What follows belongs to an exercise in optimizing a design on an open flow for a short achievable clock period and few clock cycles; a production flow would make more cautious choices. Function was checked by simulation only, so behaviour that the tests miss may differ from the original.

`run.sh`:
```
#!/bin/bash
# synth_recipe.tcl (not shown) runs the flow's synth.tcl, then flattens the netlist and writes it again
# the make line also repeats each setting of config.mk as NAME=value (left out here)
make -C /OpenROAD-flow-scripts/flow DESIGN_CONFIG=/design/flow/config.mk WORK_HOME=/design/flow/orfs CLKGATE_MAP_FILE= SYNTH_SCRIPT=/design/flow/synth_recipe.tcl finish
```
`config.mk`:
```
export PLATFORM = sky130hd
export DESIGN_NAME = procTop
export DESIGN_NICKNAME = procTop
export VERILOG_FILES = /design/flow/design.v
export SDC_FILE = /design/flow/constraint.sdc
export NUM_CORES = 4
export LEC_CHECK = 0
export CAP_MARGIN = 20
export CORE_MARGIN = 2
export CORE_UTILIZATION = 45
export PLACE_DENSITY = 0.6
export SLEW_MARGIN = 20
```
`constraint.sdc`:
```
create_clock -name core_clock -period 6.5 [get_ports {clk}]
set_input_delay 1.3000 -clock core_clock [delete_from_list [all_inputs] [get_ports {clk}]]
set_output_delay 1.3000 -clock core_clock [all_outputs]
set_load 0.01 [all_outputs]
```
`design.v`:
```
module fetchStage #(
   parameter int imemAddrBits = 8
) (
   input  logic                    clk,
   input  logic                    rstN,
   input  logic                    run,
   input  logic                    progWe,
   input  logic [imemAddrBits-1:0] progAddr,
   input  logic [15:0]             progData,
   input  logic                    hold,
   input  logic                    squash,
   input  logic                    redirect,
   input  logic [15:0]             redirectPc,
   input  logic                    stop,
   output logic [15:0]             fdNextInstr,
   output logic [15:0]             fdNextPcPlusOne,
   output logic                    fdNextValid
);
   logic [15:0] imem [0:2**imemAddrBits-1];
   logic [15:0] pc;
   always_ff @(posedge clk) begin
      if (progWe) begin
         imem[progAddr] <= progData;
      end
   end
   always_ff @(posedge clk) begin
      if (!rstN) begin
         pc <= '0;
      end else if (!stop && !hold) begin
         if (redirect) begin
            pc <= redirectPc;
         end else if (run) begin
            pc <= pc + 16'd1;
         end
      end
   end
   assign fdNextInstr     = imem[pc[imemAddrBits-1:0]];
   assign fdNextPcPlusOne = pc + 16'd1;
   assign fdNextValid     = run & ~squash & ~stop;
endmodule
module decodeStage (
   input  logic [15:0] fdInstr,
   input  logic [15:0] fdPcPlusOne,
   input  logic        fdValid,
   input  logic [15:0] rdDataA,
   input  logic [15:0] rdDataB,
   input  logic [15:0] rdDataC,
   output logic [2:0]  rdAddrA,
   output logic [2:0]  rdAddrB,
   output logic [2:0]  rdAddrC,
   output logic [1:0]  aluOp,
   output logic        useImm,
   output logic        memRead,
   output logic        memWrite,
   output logic        regWrite,
   output logic [2:0]  dest,
   output logic        isHalt,
   output logic        isIllegal,
   output logic [15:0] opA,
   output logic [15:0] opB,
   output logic [15:0] storeData,
   output logic        branchTaken,
   output logic [15:0] branchTarget,
   output logic        haltSeen
);
   localparam logic [3:0] OP_HALT = 4'h0;
   localparam logic [3:0] OP_NOP  = 4'h1;
   localparam logic [3:0] OP_ADD  = 4'h2;
   localparam logic [3:0] OP_SUB  = 4'h3;
   localparam logic [3:0] OP_AND  = 4'h4;
   localparam logic [3:0] OP_XOR  = 4'h5;
   localparam logic [3:0] OP_ADDI = 4'h6;
   localparam logic [3:0] OP_LD   = 4'h7;
   localparam logic [3:0] OP_ST   = 4'h8;
   localparam logic [3:0] OP_BEQZ = 4'h9;
   localparam logic [1:0] ALU_ADD = 2'd0;
   localparam logic [1:0] ALU_SUB = 2'd1;
   localparam logic [1:0] ALU_AND = 2'd2;
   localparam logic [1:0] ALU_XOR = 2'd3;
   logic [3:0]  op;
   logic [15:0] imm;
   assign op      = fdInstr[15:12];
   assign rdAddrA = fdInstr[11:9];
   assign rdAddrB = fdInstr[8:6];
   assign rdAddrC = fdInstr[5:3];
   assign imm     = {{10{fdInstr[5]}}, fdInstr[5:0]};
   always_comb begin
      aluOp     = ALU_ADD;
      useImm    = 1'b0;
      memRead   = 1'b0;
      memWrite  = 1'b0;
      regWrite  = 1'b0;
      dest      = rdAddrA;
      isHalt    = 1'b0;
      isIllegal = 1'b0;
      case (op)
         OP_NOP:  regWrite = 1'b0;
         OP_ADD:  regWrite = 1'b1;
         OP_SUB: begin
            aluOp    = ALU_SUB;
            regWrite = 1'b1;
         end
         OP_AND: begin
            aluOp    = ALU_AND;
            regWrite = 1'b1;
         end
         OP_XOR: begin
            aluOp    = ALU_XOR;
            regWrite = 1'b1;
         end
         OP_ADDI: begin
            useImm   = 1'b1;
            regWrite = 1'b1;
         end
         OP_LD: begin
            useImm   = 1'b1;
            memRead  = 1'b1;
            regWrite = 1'b1;
         end
         OP_ST: begin
            useImm   = 1'b1;
            memWrite = 1'b1;
         end
         OP_BEQZ: regWrite = 1'b0;
         OP_HALT: isHalt   = 1'b1;
         default: begin
            isHalt    = 1'b1;
            isIllegal = 1'b1;
         end
      endcase
      if (!fdValid) begin
         aluOp     = ALU_ADD;
         useImm    = 1'b0;
         memRead   = 1'b0;
         memWrite  = 1'b0;
         regWrite  = 1'b0;
         dest      = 3'd0;
         isHalt    = 1'b0;
         isIllegal = 1'b0;
      end
   end
   assign opA       = rdDataB;
   assign opB       = useImm ? imm : rdDataC;
   assign storeData = rdDataA;
   assign branchTaken  = fdValid && (op == OP_BEQZ) && (rdDataA == 16'd0);
   assign branchTarget = fdPcPlusOne + imm;
   assign haltSeen     = isHalt;
endmodule
module regFile (
   input  logic        clk,
   input  logic        rstN,
   input  logic [2:0]  rdAddrA,
   input  logic [2:0]  rdAddrB,
   input  logic [2:0]  rdAddrC,
   input  logic        wrEn,
   input  logic [2:0]  wrAddr,
   input  logic [15:0] wrData,
   output logic [15:0] rdDataA,
   output logic [15:0] rdDataB,
   output logic [15:0] rdDataC
);
   logic [15:0] regs [0:7];
   always_ff @(posedge clk) begin
      if (!rstN) begin
         for (int i = 0; i < 8; i++) begin
            regs[i] <= '0;
         end
      end else if (wrEn) begin
         regs[wrAddr] <= wrData;
      end
   end
   assign rdDataA = (wrEn && wrAddr == rdAddrA) ? wrData : regs[rdAddrA];
   assign rdDataB = (wrEn && wrAddr == rdAddrB) ? wrData : regs[rdAddrB];
   assign rdDataC = (wrEn && wrAddr == rdAddrC) ? wrData : regs[rdAddrC];
endmodule
module stallDetector (
   input  logic [15:0] fdInstr,
   input  logic        fdValid,
   input  logic        deRegWrite,
   input  logic [2:0]  deDest,
   input  logic        emRegWrite,
   input  logic [2:0]  emDest,
   output logic        stall
);
   localparam logic [3:0] OP_ADD  = 4'h2;
   localparam logic [3:0] OP_SUB  = 4'h3;
   localparam logic [3:0] OP_AND  = 4'h4;
   localparam logic [3:0] OP_XOR  = 4'h5;
   localparam logic [3:0] OP_ADDI = 4'h6;
   localparam logic [3:0] OP_LD   = 4'h7;
   localparam logic [3:0] OP_ST   = 4'h8;
   localparam logic [3:0] OP_BEQZ = 4'h9;
   logic [3:0] op;
   logic       isRType;
   logic       readsA;
   logic       readsB;
   logic       readsC;
   logic [2:0] srcA;
   logic [2:0] srcB;
   logic [2:0] srcC;
   logic       pendA;
   logic       pendB;
   logic       pendC;
   assign op   = fdInstr[15:12];
   assign srcA = fdInstr[11:9];
   assign srcB = fdInstr[8:6];
   assign srcC = fdInstr[5:3];
   assign isRType = (op == OP_ADD) || (op == OP_SUB) || (op == OP_AND) || (op == OP_XOR);
   assign readsA  = (op == OP_ST) || (op == OP_BEQZ);
   assign readsB  = isRType || (op == OP_ADDI) || (op == OP_LD) || (op == OP_ST);
   assign readsC  = isRType;
   assign pendA = (deRegWrite && deDest == srcA) || (emRegWrite && emDest == srcA);
   assign pendB = (deRegWrite && deDest == srcB) || (emRegWrite && emDest == srcB);
   assign pendC = (deRegWrite && deDest == srcC) || (emRegWrite && emDest == srcC);
   assign stall = fdValid && ((readsA && pendA) || (readsB && pendB) || (readsC && pendC));
endmodule
module executeStage (
   input  logic [1:0]  aluOp,
   input  logic [15:0] opA,
   input  logic [15:0] opB,
   output logic [15:0] aluResult
);
   always_comb begin
      case (aluOp)
         2'd0: aluResult = opA + opB;
         2'd1: aluResult = opA - opB;
         2'd2: aluResult = opA & opB;
         default: aluResult = opA ^ opB;
      endcase
   end
endmodule
module memStage (
   input  logic        clk,
   input  logic        rstN,
   input  logic        emMemRead,
   input  logic        emMemWrite,
   input  logic [15:0] emAluResult,
   input  logic [15:0] emStoreData,
   input  logic [15:0] wbDatI,
   input  logic        wbAck,
   output logic        wbCyc,
   output logic        wbStb,
   output logic        wbWe,
   output logic [15:0] wbAdr,
   output logic [15:0] wbDatO,
   output logic        memWait,
   output logic [15:0] wbVal
);
   localparam logic MEM_IDLE = 1'b0;
   localparam logic MEM_BUSY = 1'b1;
   logic        state;
   logic        memOp;
   logic        start;
   logic        done;
   logic [15:0] rdData;
   assign memOp = emMemRead | emMemWrite;
   assign start = (state == MEM_IDLE) && memOp && !done;
   assign wbCyc  = start || (state == MEM_BUSY);
   assign wbStb  = wbCyc;
   assign wbWe   = emMemWrite;
   assign wbAdr  = emAluResult;
   assign wbDatO = emStoreData;
   assign memWait = wbCyc;
   always_ff @(posedge clk) begin
      if (!rstN) begin
         state <= MEM_IDLE;
         done  <= 1'b0;
      end else begin
         done <= wbCyc & wbAck;
         case (state)
            MEM_IDLE: if (start && !wbAck) state <= MEM_BUSY;
            MEM_BUSY: if (wbAck) state <= MEM_IDLE;
         endcase
      end
   end
   always_ff @(posedge clk) begin
      if (wbCyc && wbAck && !wbWe) begin
         rdData <= wbDatI;
      end
   end
   assign wbVal = emMemRead ? rdData : emAluResult;
endmodule
module procTop #(
   parameter int imemAddrBits = 8
) (
   input  logic                    clk,
   input  logic                    rstN,
   input  logic                    run,
   input  logic                    progWe,
   input  logic [imemAddrBits-1:0] progAddr,
   input  logic [15:0]             progData,
   output logic                    wbCyc,
   output logic                    wbStb,
   output logic                    wbWe,
   output logic [15:0]             wbAdr,
   output logic [15:0]             wbDatO,
   input  logic [15:0]             wbDatI,
   input  logic                    wbAck,
   output logic                    halted,
   output logic                    err
);
   logic [15:0] fdNextInstr, fdInstr;
   logic [15:0] fdNextPcPlusOne, fdPcPlusOne;
   logic        fdNextValid, fdValid;
   logic [1:0]  dnAluOp;
   logic        dnUseImm, dnMemRead, dnMemWrite, dnRegWrite, dnIsHalt, dnIsIllegal;
   logic [2:0]  dnDest;
   logic [15:0] dnOpA, dnOpB, dnStoreData;
   logic [1:0]  deAluOp;
   logic        deUseImm, deMemRead, deMemWrite, deRegWrite, deIsHalt, deIsIllegal;
   logic [2:0]  deDest;
   logic [15:0] deOpA, deOpB, deStoreData;
   logic [15:0] exAluResult;
   logic [1:0]  emAluOp;
   logic        emUseImm, emMemRead, emMemWrite, emRegWrite, emIsHalt, emIsIllegal;
   logic [2:0]  emDest;
   logic [15:0] emAluResult, emStoreData;
   logic [15:0] mwNextVal;
   logic        mwRegWrite, mwIsHalt, mwIsIllegal;
   logic [2:0]  mwDest;
   logic [15:0] mwVal;
   logic        stall, memWait, redirect, stop, fetchStopped;
   logic        branchTaken, haltSeen;
   logic [15:0] branchTarget;
   logic [2:0]  rdAddrA, rdAddrB, rdAddrC;
   logic [15:0] rdDataA, rdDataB, rdDataC;
   assign redirect = branchTaken & ~stall & ~memWait;
   assign stop     = haltSeen | fetchStopped;
   fetchStage #(.imemAddrBits(imemAddrBits)) fetch (
      .clk(clk), .rstN(rstN), .run(run),
      .progWe(progWe), .progAddr(progAddr), .progData(progData),
      .hold(memWait | stall), .squash(redirect), .redirect(redirect),
      .redirectPc(branchTarget), .stop(stop),
      .fdNextInstr(fdNextInstr), .fdNextPcPlusOne(fdNextPcPlusOne),
      .fdNextValid(fdNextValid));
   decodeStage decode (
      .fdInstr(fdInstr), .fdPcPlusOne(fdPcPlusOne), .fdValid(fdValid),
      .rdDataA(rdDataA), .rdDataB(rdDataB), .rdDataC(rdDataC),
      .rdAddrA(rdAddrA), .rdAddrB(rdAddrB), .rdAddrC(rdAddrC),
      .aluOp(dnAluOp), .useImm(dnUseImm), .memRead(dnMemRead),
      .memWrite(dnMemWrite), .regWrite(dnRegWrite), .dest(dnDest),
      .isHalt(dnIsHalt), .isIllegal(dnIsIllegal),
      .opA(dnOpA), .opB(dnOpB), .storeData(dnStoreData),
      .branchTaken(branchTaken), .branchTarget(branchTarget),
      .haltSeen(haltSeen));
   regFile regs (
      .clk(clk), .rstN(rstN),
      .rdAddrA(rdAddrA), .rdAddrB(rdAddrB), .rdAddrC(rdAddrC),
      .wrEn(mwRegWrite), .wrAddr(mwDest), .wrData(mwVal),
      .rdDataA(rdDataA), .rdDataB(rdDataB), .rdDataC(rdDataC));
   stallDetector hazard (
      .fdInstr(fdInstr), .fdValid(fdValid),
      .deRegWrite(deRegWrite), .deDest(deDest),
      .emRegWrite(emRegWrite), .emDest(emDest), .stall(stall));
   executeStage execute (
      .aluOp(deAluOp), .opA(deOpA), .opB(deOpB), .aluResult(exAluResult));
   memStage mem (
      .clk(clk), .rstN(rstN),
      .emMemRead(emMemRead), .emMemWrite(emMemWrite),
      .emAluResult(emAluResult), .emStoreData(emStoreData),
      .wbDatI(wbDatI), .wbAck(wbAck),
      .wbCyc(wbCyc), .wbStb(wbStb), .wbWe(wbWe), .wbAdr(wbAdr), .wbDatO(wbDatO),
      .memWait(memWait), .wbVal(mwNextVal));
   always_ff @(posedge clk) begin
      if (!rstN) begin
         fdInstr     <= '0;
         fdPcPlusOne <= '0;
         fdValid     <= 1'b0;
         deAluOp     <= '0;
         deUseImm    <= 1'b0;
         deMemRead   <= 1'b0;
         deMemWrite  <= 1'b0;
         deRegWrite  <= 1'b0;
         deDest      <= '0;
         deIsHalt    <= 1'b0;
         deIsIllegal <= 1'b0;
         deOpA       <= '0;
         deOpB       <= '0;
         deStoreData <= '0;
         emAluOp     <= '0;
         emUseImm    <= 1'b0;
         emMemRead   <= 1'b0;
         emMemWrite  <= 1'b0;
         emRegWrite  <= 1'b0;
         emDest      <= '0;
         emIsHalt    <= 1'b0;
         emIsIllegal <= 1'b0;
         emAluResult <= '0;
         emStoreData <= '0;
         mwRegWrite  <= 1'b0;
         mwDest      <= '0;
         mwIsHalt    <= 1'b0;
         mwIsIllegal <= 1'b0;
         mwVal       <= '0;
      end else begin
         if (!memWait) begin
            if (!stall) begin
               fdInstr     <= fdNextInstr;
               fdPcPlusOne <= fdNextPcPlusOne;
               fdValid     <= fdNextValid;
            end
            if (stall) begin
               deAluOp     <= '0;
               deUseImm    <= 1'b0;
               deMemRead   <= 1'b0;
               deMemWrite  <= 1'b0;
               deRegWrite  <= 1'b0;
               deDest      <= '0;
               deIsHalt    <= 1'b0;
               deIsIllegal <= 1'b0;
               deOpA       <= '0;
               deOpB       <= '0;
               deStoreData <= '0;
            end else begin
               deAluOp     <= dnAluOp;
               deUseImm    <= dnUseImm;
               deMemRead   <= dnMemRead;
               deMemWrite  <= dnMemWrite;
               deRegWrite  <= dnRegWrite;
               deDest      <= dnDest;
               deIsHalt    <= dnIsHalt;
               deIsIllegal <= dnIsIllegal;
               deOpA       <= dnOpA;
               deOpB       <= dnOpB;
               deStoreData <= dnStoreData;
            end
            emAluOp     <= deAluOp;
            emUseImm    <= deUseImm;
            emMemRead   <= deMemRead;
            emMemWrite  <= deMemWrite;
            emRegWrite  <= deRegWrite;
            emDest      <= deDest;
            emIsHalt    <= deIsHalt;
            emIsIllegal <= deIsIllegal;
            emAluResult <= exAluResult;
            emStoreData <= deStoreData;
         end
         if (memWait) begin
            mwRegWrite  <= 1'b0;
            mwDest      <= '0;
            mwIsHalt    <= 1'b0;
            mwIsIllegal <= 1'b0;
            mwVal       <= '0;
         end else begin
            mwRegWrite  <= emRegWrite;
            mwDest      <= emDest;
            mwIsHalt    <= emIsHalt;
            mwIsIllegal <= emIsIllegal;
            mwVal       <= mwNextVal;
         end
      end
   end
   always_ff @(posedge clk) begin
      if (!rstN) begin
         fetchStopped <= 1'b0;
         halted       <= 1'b0;
         err          <= 1'b0;
      end else begin
         if (haltSeen) begin
            fetchStopped <= 1'b1;
         end
         if (mwIsHalt) begin
            halted <= 1'b1;
            err    <= err | mwIsIllegal;
         end
      end
   end
endmodule
```
==> qor.tcl <==
set qor(design.portCount) 82
set qor(worstReg2RegStart) {fetch.pc[0]$_SDFFE_PN0P_}
set qor(ys_types) 64
set qor(worst-endpoint-arrival_ps) 3580
set qor(drt_pre_antenna_iters) 6
set qor(endpoints_failing_setup) 0
set qor(syn_avg_cell_area_sq_um) 22.3
set qor(hold_path_end) {deStoreData[0]$_SDFFE_PN0N_}
set qor(die_area_sq_um) 389000
set qor(internal_power_mw) 51.8
set qor(crit_path_class) {reg2out}
set qor(cts_hold_buffers) 0
set qor(hold_path.class) {reg2reg}
set qor(critPathRequiredTime_ps) 5200
set qor(timing.reg2reg.setup_slack_ps) 1900
set qor(p_leak_nw) 59.7
set qor(tightest_slew_ps) 1220
set qor(synth_edf_count) 4240
set qor(syn2layout_area_growth_pct) 13.5
set qor(synth_async_sr_flop_share_pct) 0
set qor(cts_root_buffer) {clkbuf_16}
set qor(initialDrtViolationCount) 10900
set qor(fin_tns_setup_ps) 0
set qor(via_count) 82900
set qor(wl_met3_um) 35400
set qor(synth-seq-cells) 4398
set qor(initial_utilization_pct) 45.2
set qor(cts_tree) {built}
set qor(hold_fails_final_rpt) 0
set qor(grt_antenna_before_repair) 33
set qor(detailed_place.area_sq_um) 182000
set qor(worstPathMaxFanout) 38
set qor(synthDominantAreaCellType) {edfxtp_1}
set qor(drt.antenna.violating_nets) 0
set qor(min_from) {deStoreData[0]$_SDFFE_PN0N_}
set qor(r2r_end) {fdInstr[6]$_SDFFE_PN0P_}
set qor(netlist_instances) 7740
set qor(grt_pass1_vias) 82400
set qor(met1_length_um) 188000
set qor(track_usage_pct) 23.3
set qor(grt_start_max_net_pins) 155
set qor(portBuffers) 81
set qor(timing.final.crit_share_pct) 75.0
set qor(clock.fmax_mhz) 205
set qor(chipWidth_um) 624
set qor(switchingPower_mw) 19.0
set qor(critPathLaunchType) {flop}
set qor(slew_violations) 0
set qor(relSlewSlack_pct) 18.7
set qor(clockBufferDepth) 4
set qor(postRouteWirelength_um) 457000
set qor(final_core_util_pct) 51.3
set qor(rr_worst_depth) 9
set qor(clkSinkCount) 4398
set qor(stdcell_area_sq_um) 196000
set qor(post_cts_setup_buffers) 0
set qor(ir_worst_vdd_uv) 256
set qor(drv.max_cap_violation_count) 0
set qor(comb_power_share_pct) 19.0
set qor(final_estimated_routing_congestion_in_global_placement) 0.854
set qor(power_per_cell_area_nw_per_um2) 361
set qor(yosys_warnings) 6
set qor(cts_inserted_buffers) 438
set qor(dieHeight_um) 624
set qor(top_layer_used) {met5}
set qor(synth_top_area_share_pct) 73.7
set qor(clock_tree.htree_level_count) 5
set qor(cts.clk_slew.worst_paths_ps) 60
set qor(cp_endpoint_kind) {output pin}
set qor(unrepaired_setup_endpoints_after_global_routing) {false}
set qor(grt_overflow) 0
set qor(wire_length_of_the_first_global_routing_pass_um) 643000
set qor(fin_worst_skew_ps) 62.1
set qor(mostFrequentLayoutCell) {edfxtp_1}
set qor(hold_path_depth) 2
set qor(final_period_minus_worst_setup_slack_ps) 4880
set qor(postSynthNetCount) 7827
set qor(synth_flop_cell) {edfxtp_1}
set qor(core.rowCount) 227
set qor(avgRoutedWirePerCell_um) 33.7
set qor(clkPwrFrac_pct) 35.6
set qor(remaining_drc_errors) 0
set qor(post_drt_via_cell_ratio) 6.12
set qor(postCtsResizedCells) 0
set qor(swShare_pct) 26.8
set qor(most-common-layout-cells) {edfxtp_1 (4240), mux4_2 (1409), clkbuf_16 (447)}
set qor(netlist_top_cells_area) {edfxtp_1 (74%), mux4_2 (18%), dfxtp_1 (1.8%), nor2_1 (0.76%), mux2i_1 (0.71%)}
set qor(post_route_cells_drive_above_1_share_pct) 30.6
set qor(dpl.hpwl_um) 278000
set qor(status) {timing/DRC/antenna clean}
set qor(power.total_mw) 70.7
set qor(clk_latency_worst_skew_pair_ps) 970
set qor(mappedNetlistArea_sq_um) 173000
set qor(met2_wire_length_um) 220000
set qor(nNetsFinal) 8215
set qor(core_area_sq_um) 382000
set qor(sequentialPowerShare_pct) 45.4
set qor(seq_area_frac_synth_pct) 75.5
[power by group through the flow]
stage	clock network (mW)	logic, mW	registers [mW]
6_report	25.2	13.4	32.1
5_1_grt	26.6	14.1	32.2
4_1_cts	25.6	13.5	32.1
3_5_place_dp	0	13.5	32.7
3_3_place_gp	0	13.4	32.7
2_1_floorplan	0	8.62	32.2
[worst max-delay path, stage by stage, from the launching register on]
cell             delay, ps
dfxtp_1               1040
nor2_1                  90
nor2_1                 210
nor2_4                  50
inv_2                  530
clkdlybuf4s50_1        670
[cells by family after synthesis]
group | count (synthesis) | synth area share, %
AOI/OAI and AO/OA | 340 | 1.20
xor gates and xnor gates | 65 | 0.330
and+or+nand+nor | 854 | 2.25
muxes | 1542 | 19.2
adders and majority gates | 42 | 0.313
buffers and inverters | 499 | 1.21
DFF | 4398 | 75.5
[worst max path at each step]
stage | start | endpoint | slack, ps | cells past startpoint
global placement | progAddr[0] | fetch.imem[97][1]$_DFFE_PP_ | 980 | 5
global route | emMemRead$_SDFFE_PN0N_ | wbStb | 1400 | 5
finish | emMemRead$_SDFFE_PN0N_ | wbStb | 1620 | 5
detailed placement | progAddr[0] | fetch.imem[241][3]$_DFFE_PP_ | 860 | 6
CTS | emMemRead$_SDFFE_PN0N_ | wbStb | 1520 | 5
floorplan | progAddr[3] | fetch.imem[251][0]$_DFFE_PP_ | 3030 | 6
[flip-flops by register name, indices dropped and copies added, names as in the netlist, 3 cells and up]
name,flops
deOpB,16
deStoreData,16
mwVal,16
regs.regs,128
deOpA,16
fetch.imem,4096
emDest,3
deDest,3
fdPcPlusOne,8
fetch.pc,8
emAluResult,16
mem.rdData,16
emStoreData,16
fdInstr,16
mwDest,3
[Yosys cell counts (13+ instances only)]
cell type and instances:
nor2_1 352, nand2_1 217, nor2b_1 14, buf_2 114
a31oi_1 13, nand4_1 20, buf_4 17, o21ai_0 106
mux2i_1 123, and2_1 132, clkbuf_1 262, ha_1 40
a21oi_1 96, buf_1 85, o221ai_1 14, inv_1 17
mux4_2 1409, dfxtp_1 158, a211oi_1 23, nand3_1 34
xnor2_1 56, nor3_1 27, edfxtp_1 4240
[per-stage QoR]
stage / setup WS, ps / hold slack (ps) / instances
after floorplan: 3030 / 415 / 7740
after global placement: 975 / 438 / 12700
after detailed placement: 857 / 434 / 12700
after CTS: 1520 / 443 / 13500
after global routing: 1400 / 470 / 13500
final: 1620 / 440 / 13500
[area by class of cell]
| cell class | count | area (sq um) |
|---|---|---|
| sequential | 4398 | 131000 |
| timing repair buffer | 428 | 4120 |
| tap | 5038 | 6300 |
| antenna | 10 | 25.0 |
| clock inverter | 271 | 2780 |
| inverter | 19 | 76.3 |
| multi-input combinational | 2843 | 40600 |
| clock buffer | 534 | 11500 |
| fill | 29500 | 186000 |
[layer usage]
layer,GRT usage [%],vias to the layer above
li1,-,33500
met1,34.1,45100
met2,37.2,3752
met3,3.22,577
met4,6.20,6
met5,0,-
Testbench counts, summed over its fixed seeds: cycles 42,854.

-- re-timing with driven ports --
No port has a modelled driver above. Below, the same layout with a new extraction and two added sets of constraints. Step 1 sets driving cells, clkbuf_16 on the clock port and buf_2 on the other inputs (assumed; they add their load-dependent delay and slew). Step 2, shift: input delay + t, output delay - t, t = (earliest + latest rising clock arrival at the registers) / 2. This alone moves slack from input paths to output paths. a / b / c = ideal ports / drivers / drivers and shift; a / b = the first two.
t (ns): 1.067
setup WS [ns]: 1.623 / 1.514 / 0.904
worst register clock-pin slew, ns: 0.07 / 0.07
worst data-port slew with drivers (ns): 0.18
After both steps setup and hold are still met in this run. The setup slack of this run moves by -0.109 ns with the drivers and by -0.719 ns with both steps.
